Background: an optimization exercise with open tools, aiming at small area and a short achievable clock period. Do not read the settings as production practice.
In this exercise RTL edits were held to simulation tests only and were not proved equivalent to the original.
No activity file was given, so power comes from the tool's default toggle rates.

// debug_top
module debug_top (
    input  logic            clk,
    input  logic            rst_n,
    input  logic [60:0]     dm_req,
    input  logic            trig,
    input  logic            eb,
    output logic [35:0]     dm_rsp,
    output logic            debug,
    output logic            halted,
    output logic            step_en,
    output logic [31:0]     pc
);
    logic        halt_req, resume_req, exec, transfer, wr;
    logic [7:0]  cmdtype;
    logic [15:0] regno;
    logic [31:0] data;
    assign halt_req   = dm_req[60];
    assign resume_req = dm_req[59];
    assign exec       = dm_req[58];
    assign cmdtype    = dm_req[57:50];
    assign transfer   = dm_req[49];
    assign wr         = dm_req[48];
    assign regno      = dm_req[47:32];
    assign data       = dm_req[31:0];
    logic s_run, s_halt, s_res, s_abs;
    logic debug_q, halted_q;
    logic a_q, e_q;
    logic step_q, ebm_q;
    logic [2:0]  cause_q;
    logic [31:0] dpc_q, pc_q;
    logic [31:0] pc_next;
    logic [3:0] wa_q;
    logic [7:0] wb_q;
    logic wd_q, wp_q, exc_q;
    logic [31:0] gpr [1:31];
    logic entry, ns_run, ns_halt, ns_res, ns_abs;
    logic step_n, ebm_n;
    logic is_gpr, is_dcsr, is_dpc, aar;
    logic use_pc;
    logic [2:0] cause_n;
    logic debug_i;
    assign debug_i = !resume_req && (a_q || (s_run && (trig || halt_req)) || (e_q && eb));
    assign entry   = debug_i && !debug_q;
    dbg_port u_dbg (
        .resume_req (resume_req),
        .halt_req   (halt_req),
        .trig       (trig),
        .eb         (eb),
        .a_q        (a_q),
        .s_run      (s_run),
        .e_q        (e_q),
  ...
Size: about 1,100 flip-flops, ~140 I/O pins, about 0.041 mm^2 of cells after synthesis.
clock: 5.5 ns
lec_check: 0
cap_margin: 20
core_margin: 2
core_utilization: 40
cts_buf_list: sky130_fd_sc_hd__clkbuf_16
cts_cluster_diameter: 100
cts_cluster_size: 28
setup_slack_margin: 2.85
slew_margin: 20
synth_hierarchical: 1
synth_minimum_keep_size: 0
standard.sh (not shown) runs the stock make flow with config.mk's settings and CLKGATE_MAP_FILE= SYNTH_SCRIPT=/design/flow/synth_recipe.tcl, a recipe that flattens the netlist after the stock synthesis.
==> flow/flow/run.sh <==
#!/bin/bash
# Standard layout, with plain buffers on the ports instead of the delay
# buffers that buffer_ports picks by default.
set -e
export BUFFER_PORTS_ARGS="-buffer_cell sky130_fd_sc_hd__buf_2"
bash standard.sh > standard.log 2>&1
Rerun with:
--- a/flow/config.mk
+++ b/flow/config.mk
@@ -11,6 +11,6 @@
 export CTS_BUF_LIST = sky130_fd_sc_hd__clkbuf_16
 export CTS_CLUSTER_DIAMETER = 100
-export CTS_CLUSTER_SIZE = 28
-export SETUP_SLACK_MARGIN = 2.85
+export CTS_CLUSTER_SIZE = 24
+export SETUP_SLACK_MARGIN = 2.8
 export SLEW_MARGIN = 20
 export SYNTH_HIERARCHICAL = 1
The new run finished with timing, DRC and antenna clean.
Sequential power barely changes.
Cell area stays flat.
Total power increases by about 2%.
Non-clock buffer count decreases by 14.
Rerun with:
--- a/flow/config.mk
+++ b/flow/config.mk
@@ -8,9 +8,9 @@
 export CAP_MARGIN = 20
 export CORE_MARGIN = 2
-export CORE_UTILIZATION = 40
+export CORE_UTILIZATION = 50
 export CTS_BUF_LIST = sky130_fd_sc_hd__clkbuf_16
 export CTS_CLUSTER_DIAMETER = 100
 export CTS_CLUSTER_SIZE = 24
-export SETUP_SLACK_MARGIN = 2.8
+export SETUP_SLACK_MARGIN = 2.9
 export SLEW_MARGIN = 20
 export SYNTH_HIERARCHICAL = 1
What happened: The new run ran to the end with no violations; global-route usage came out higher by 6.4 points; total power stays flat; die area came out lower by about a fifth; clock-buffer cell count stays the same; non-clock buffer count came out higher by 46; setup slack gets better by 0.15 ns; via count came out higher slightly; cell area is about the same; clock skew hardly moves; sequential share of layout area came out lower by 0.16 points.
Rerun with:
--- a/flow/config.mk
+++ b/flow/config.mk
@@ -8,9 +8,9 @@
 export CAP_MARGIN = 20
 export CORE_MARGIN = 2
-export CORE_UTILIZATION = 50
+export CORE_UTILIZATION = 40
 export CTS_BUF_LIST = sky130_fd_sc_hd__clkbuf_16
 export CTS_CLUSTER_DIAMETER = 100
 export CTS_CLUSTER_SIZE = 24
-export SETUP_SLACK_MARGIN = 2.9
+export SETUP_SLACK_MARGIN = 2.7
 export SLEW_MARGIN = 20
 export SYNTH_HIERARCHICAL = 1
=> The new run finished but fails on antenna violations. Die area went up by about 25%. Setup slack gets worse by 0.15 ns. Non-clock buffer count fell by 93. Clock skew increases by 0.0061 ns. Core utilization falls by 12 points. Cell area is lower by about 1.9%. First-iteration DRC count decreases by about 3.5%. Cell count rose by about 5.4%. Via count came out lower by 2.2%.

Setup of fjord:
Another version of the RTL of debug_top (not shown whole).
For scale: ~2200 cells after synthesis, ~1100 flip-flops, ~140 I/O pins.
// debug_top
module debug_top (
    input  logic            clk,
    input  logic            rst_n,
    input  logic [60:0]     dm_req,
    input  logic            trig,
    input  logic            eb,
    output logic [35:0]     dm_rsp,
    output logic            debug,
    output logic            halted,
    output logic            step_en,
    output logic [31:0]     pc
);
Settings: LEC_CHECK=0, CAP_MARGIN=20, CORE_MARGIN=2, CORE_UTILIZATION=40, SETUP_SLACK_MARGIN=2.9, SLEW_MARGIN=20, SYNTH_HIERARCHICAL=1, SYNTH_MINIMUM_KEEP_SIZE=0; clock period 5.5 ns.
run.sh (not shown) runs the stock make flow with config.mk's settings and CLKGATE_MAP_FILE= SYNTH_SCRIPT=/design/flow/synth_recipe.tcl, a recipe that flattens the netlist after the stock synthesis.
Stock flow here: none of the scripts above is used.
[inputs] zinc vs fjord
- setting CTS_CLUSTER_SIZE to 30 for the first time
- setting CTS_BUF_LIST to sky130_fd_sc_hd__clkbuf_16 for the first time
- setting CTS_CLUSTER_DIAMETER to 100 for the first time
==> comparison <==
zinc completed every stage of the flow, and the final layout passed the timing, design-rule and antenna checks.
Going from fjord to zinc, the clock group share of total power was found to have gone down by 14 points.
Delta(leakage power of the design, zinc - fjord) < 0
Compared with fjord, zinc supports a higher clock frequency.
Of fjord and zinc, the run reporting the higher combinational cell fraction of total power was zinc.
Tightest hold margin up 4.3 ps in zinc wrt fjord
On utilization of the core after routing, the lower figure sits with zinc, not fjord.
According to the power report, total power for zinc is lower than for fjord.
Going from fjord to zinc, internal portion of total power shrinks by about 20%.
Routed wire length delta for zinc relative to fjord: 1200 um lower
Cell count: zinc lower than fjord
[inputs] yarrow vs zinc
- CTS_CLUSTER_SIZE changed from 30 to 24
==> run summary <==
- On total routed wirelength, zinc and yarrow are basically level.
- Between yarrow and zinc, the clock latency at the later pin of the worst-skew pair does not differ in any meaningful way.
- Average cell area after synthesis: yarrow vs zinc identical
- In the tables for zinc and yarrow, TritonCTS buffer count reads lower with zinc.
- zinc ended up with a21oi_4 as its cell at the slowest stage of the critical path; yarrow ended up with a222oi_1.
- [compare] base=zinc new=yarrow: clock power rose by 6.7%; final total power increased 1.8%.
- As of yarrow, number of clock buffers in the layout had risen by more than 10% compared to zinc.
- Combinational share of power essentially unchanged between zinc and yarrow.
- Of zinc and yarrow, yarrow shows the lower non-clock buffer count, with zinc above it.
- Against zinc, yarrow comes in 1630 ps higher on arrival time at the worst endpoint.
--- input diff yarrow..ember ---
==> flow/flow/run.sh (new file) <==
#!/bin/bash
# Standard layout, with plain buffers on the ports instead of the delay
# buffers that buffer_ports picks by default.
set -e
export BUFFER_PORTS_ARGS="-buffer_cell sky130_fd_sc_hd__buf_2"
bash standard.sh > standard.log 2>&1
==> flow/standard.sh (new file) <==
#!/bin/bash
# synth_recipe.tcl (not shown) runs the flow's synth.tcl, then flattens the netlist and writes it again
# the make line also repeats each setting of config.mk as NAME=value (left out here)
make -C /OpenROAD-flow-scripts/flow DESIGN_CONFIG=/design/flow/config.mk WORK_HOME=/design/flow/orfs CLKGATE_MAP_FILE= SYNTH_SCRIPT=/design/flow/synth_recipe.tcl "${@:-finish}"
removed: flow/run.sh
==> comparison <==
- The final layouts of yarrow and ember pass the timing, design-rule and antenna checks.
- Compared with yarrow, in ember largest stage delay on the critical path shrank by 70 ps, worst clock skew shrank by 11 ps, final area shrank by 500 sq um, share of cell area taken by flip-flops and latches grew by 0.57 points, first-pass GRT wire length shrank by about 0.64%.
- Compared with yarrow, ember shows a higher layout net count.

RTL: one of the versions met above, not the one the previous note started from.
For scale: about 1,100 flip-flops, roughly 140 I/O pins, roughly 41,000 um2 of cells after synthesis.
Settings: LEC_CHECK=0, CAP_MARGIN=20, CORE_MARGIN=2, CORE_UTILIZATION=40, CTS_BUF_LIST=sky130_fd_sc_hd__clkbuf_16, CTS_CLUSTER_DIAMETER=100, CTS_CLUSTER_SIZE=24, SETUP_SLACK_MARGIN=2.9, SLEW_MARGIN=20, SYNTH_HIERARCHICAL=1, SYNTH_MINIMUM_KEEP_SIZE=0; clock period 5.5 ns.
standard.sh (not shown) runs the stock make flow with config.mk's settings and CLKGATE_MAP_FILE= SYNTH_SCRIPT=/design/flow/synth_recipe.tcl, a recipe that flattens the netlist after the stock synthesis.
==> flow/flow/run.sh <==
#!/bin/bash
# Standard layout, with plain buffers on the ports instead of the delay
# buffers that buffer_ports picks by default.
set -e
export BUFFER_PORTS_ARGS="-buffer_cell sky130_fd_sc_hd__buf_2"
bash standard.sh > standard.log 2>&1
Then changed:
--- a/flow/flow/run.sh
+++ b/flow/flow/run.sh
@@ -4,3 +4,3 @@
 set -e
 export BUFFER_PORTS_ARGS="-buffer_cell sky130_fd_sc_hd__buf_2"
-bash standard.sh > standard.log 2>&1
+bash standard.sh MATCH_CELL_FOOTPRINT=0 finish > standard.log 2>&1
After rerunning:
- clock-buffer cell count does not change
- via count rises by 2.9%
- worst setup slack is better by 21 ps
- clock power went up by about 0.9%
- routed wire length came out higher by 3.9%
- sequential share of layout area goes down by 0.77 points
- cell area rises by 1.1%
- die area stays the same
- critical path depth shrinks by 2
- combinational power came out higher by 3.2%
- sequential power hardly moves
Then changed:
==> flow/flow/run.sh (replaced) <==
#!/bin/bash
# Standard layout, with plain buffers on the ports instead of the delay
# buffers that buffer_ports picks by default.
set -e
export BUFFER_PORTS_ARGS="-buffer_cell sky130_fd_sc_hd__buf_2"
bash standard.sh > standard.log 2>&1
--- a/flow/config.mk
+++ b/flow/config.mk
@@ -12,4 +12,5 @@
 export CTS_CLUSTER_DIAMETER = 100
 export CTS_CLUSTER_SIZE = 24
+export GPL_ROUTABILITY_DRIVEN = 0
 export SETUP_SLACK_MARGIN = 2.9
 export SLEW_MARGIN = 20
Effect: Worst setup slack degrades by 21 ps. Power goes down slightly. Sequential cell count stays the same. Die area is unchanged. Via count fell by a few percent. Register-to-register slack gains 80 ps. Cell area went down slightly. Fmax shrinks slightly. Clock power came out lower slightly.
Then changed:
--- a/flow/config.mk
+++ b/flow/config.mk
@@ -8,9 +8,8 @@
 export CAP_MARGIN = 20
 export CORE_MARGIN = 2
-export CORE_UTILIZATION = 40
+export CORE_UTILIZATION = 60
 export CTS_BUF_LIST = sky130_fd_sc_hd__clkbuf_16
 export CTS_CLUSTER_DIAMETER = 100
 export CTS_CLUSTER_SIZE = 24
-export GPL_ROUTABILITY_DRIVEN = 0
 export SETUP_SLACK_MARGIN = 2.9
 export SLEW_MARGIN = 20
After rerunning:
- core utilization rose by 23 points
- power rose by 0.82%
- clock power rose by about 2%
- maximum frequency fell by 1.1%
- wire length rose by 7.2%
- final area stays flat
- synthesized cell count does not change
Then changed:
--- a/flow/config.mk
+++ b/flow/config.mk
@@ -8,9 +8,9 @@
 export CAP_MARGIN = 20
 export CORE_MARGIN = 2
-export CORE_UTILIZATION = 60
+export CORE_UTILIZATION = 40
 export CTS_BUF_LIST = sky130_fd_sc_hd__clkbuf_16
 export CTS_CLUSTER_DIAMETER = 100
 export CTS_CLUSTER_SIZE = 24
-export SETUP_SLACK_MARGIN = 2.9
+export SETUP_SLACK_MARGIN = 3.1
 export SLEW_MARGIN = 20
 export SYNTH_HIERARCHICAL = 1
What happened:
- The changed run went through all stages and came out clean
- maximum frequency climbs by 1.9%
- die area climbs by 49%
- non-clock buffer count climbs by 62
- via count drops by 1.0%
- final cell count climbs by 16%
- wire length drops by 0.62%

-- afterwards: timing with drivers on the ports --
Ports are ideal in the flow. The routed layouts listed here were re-timed in OpenROAD.
Step 1: set_driving_cell puts a clkbuf_16 on clk and a buf_2 on each other input, an assumption about the parent block.
Step 2 also shifts input and output timing later by t, the mid clock arrival at the registers, as if the neighbouring blocks saw the same clock.
a / b / c = no drivers / after step 1 / after step 2; a / b = the first two.
| run | t, ns | setup slack, ns | worst hold slack (ns) |
|---|---|---|---|
| the first run of note 1 | 0.691 | 2.859 / 2.810 / 2.229 | 0.508 / 0.508 / 0.508 |
| the second run of note 1 | 0.706 | 2.666 / 2.699 / 1.992 | 0.506 / 0.506 / 0.506 |
| the third run of note 1 | 0.704 | 2.818 / 2.817 / 2.157 | 0.485 / 0.485 / 0.485 |
| the fourth run of note 1 | 0.697 | 2.664 / 2.700 / 2.003 | 0.495 / 0.495 / 0.495 |
| fjord | 0.762 | 2.710 / 2.649 / 2.124 | 0.484 / 0.484 / 0.484 |
| zinc | 0.708 | 2.865 / 2.820 / 2.177 | 0.488 / 0.488 / 0.488 |
| yarrow | 0.714 | 2.863 / 2.838 / 2.174 | 0.489 / 0.489 / 0.489 |
| ember | 0.712 | 2.864 / 2.824 / 2.197 | 0.495 / 0.495 / 0.495 |
| the first run of note 3 | 0.704 | 2.844 / 2.794 / 2.241 | 0.506 / 0.506 / 0.506 |
| the second run of note 3 | 0.709 | 2.865 / 2.803 / 2.200 | 0.516 / 0.516 / 0.516 |
| the third run of note 3 | 0.704 | 2.844 / 2.794 / 2.241 | 0.506 / 0.506 / 0.506 |
| the fourth run of note 3 | 0.712 | 2.814 / 2.795 / 2.139 | 0.499 / 0.499 / 0.499 |
| the fifth run of note 3 | 0.706 | 2.863 / 2.815 / 2.198 | 0.506 / 0.506 / 0.506 |
The setup slack of yarrow, which loses most, moves by -0.025 ns with the drivers and by -0.689 ns with both steps.
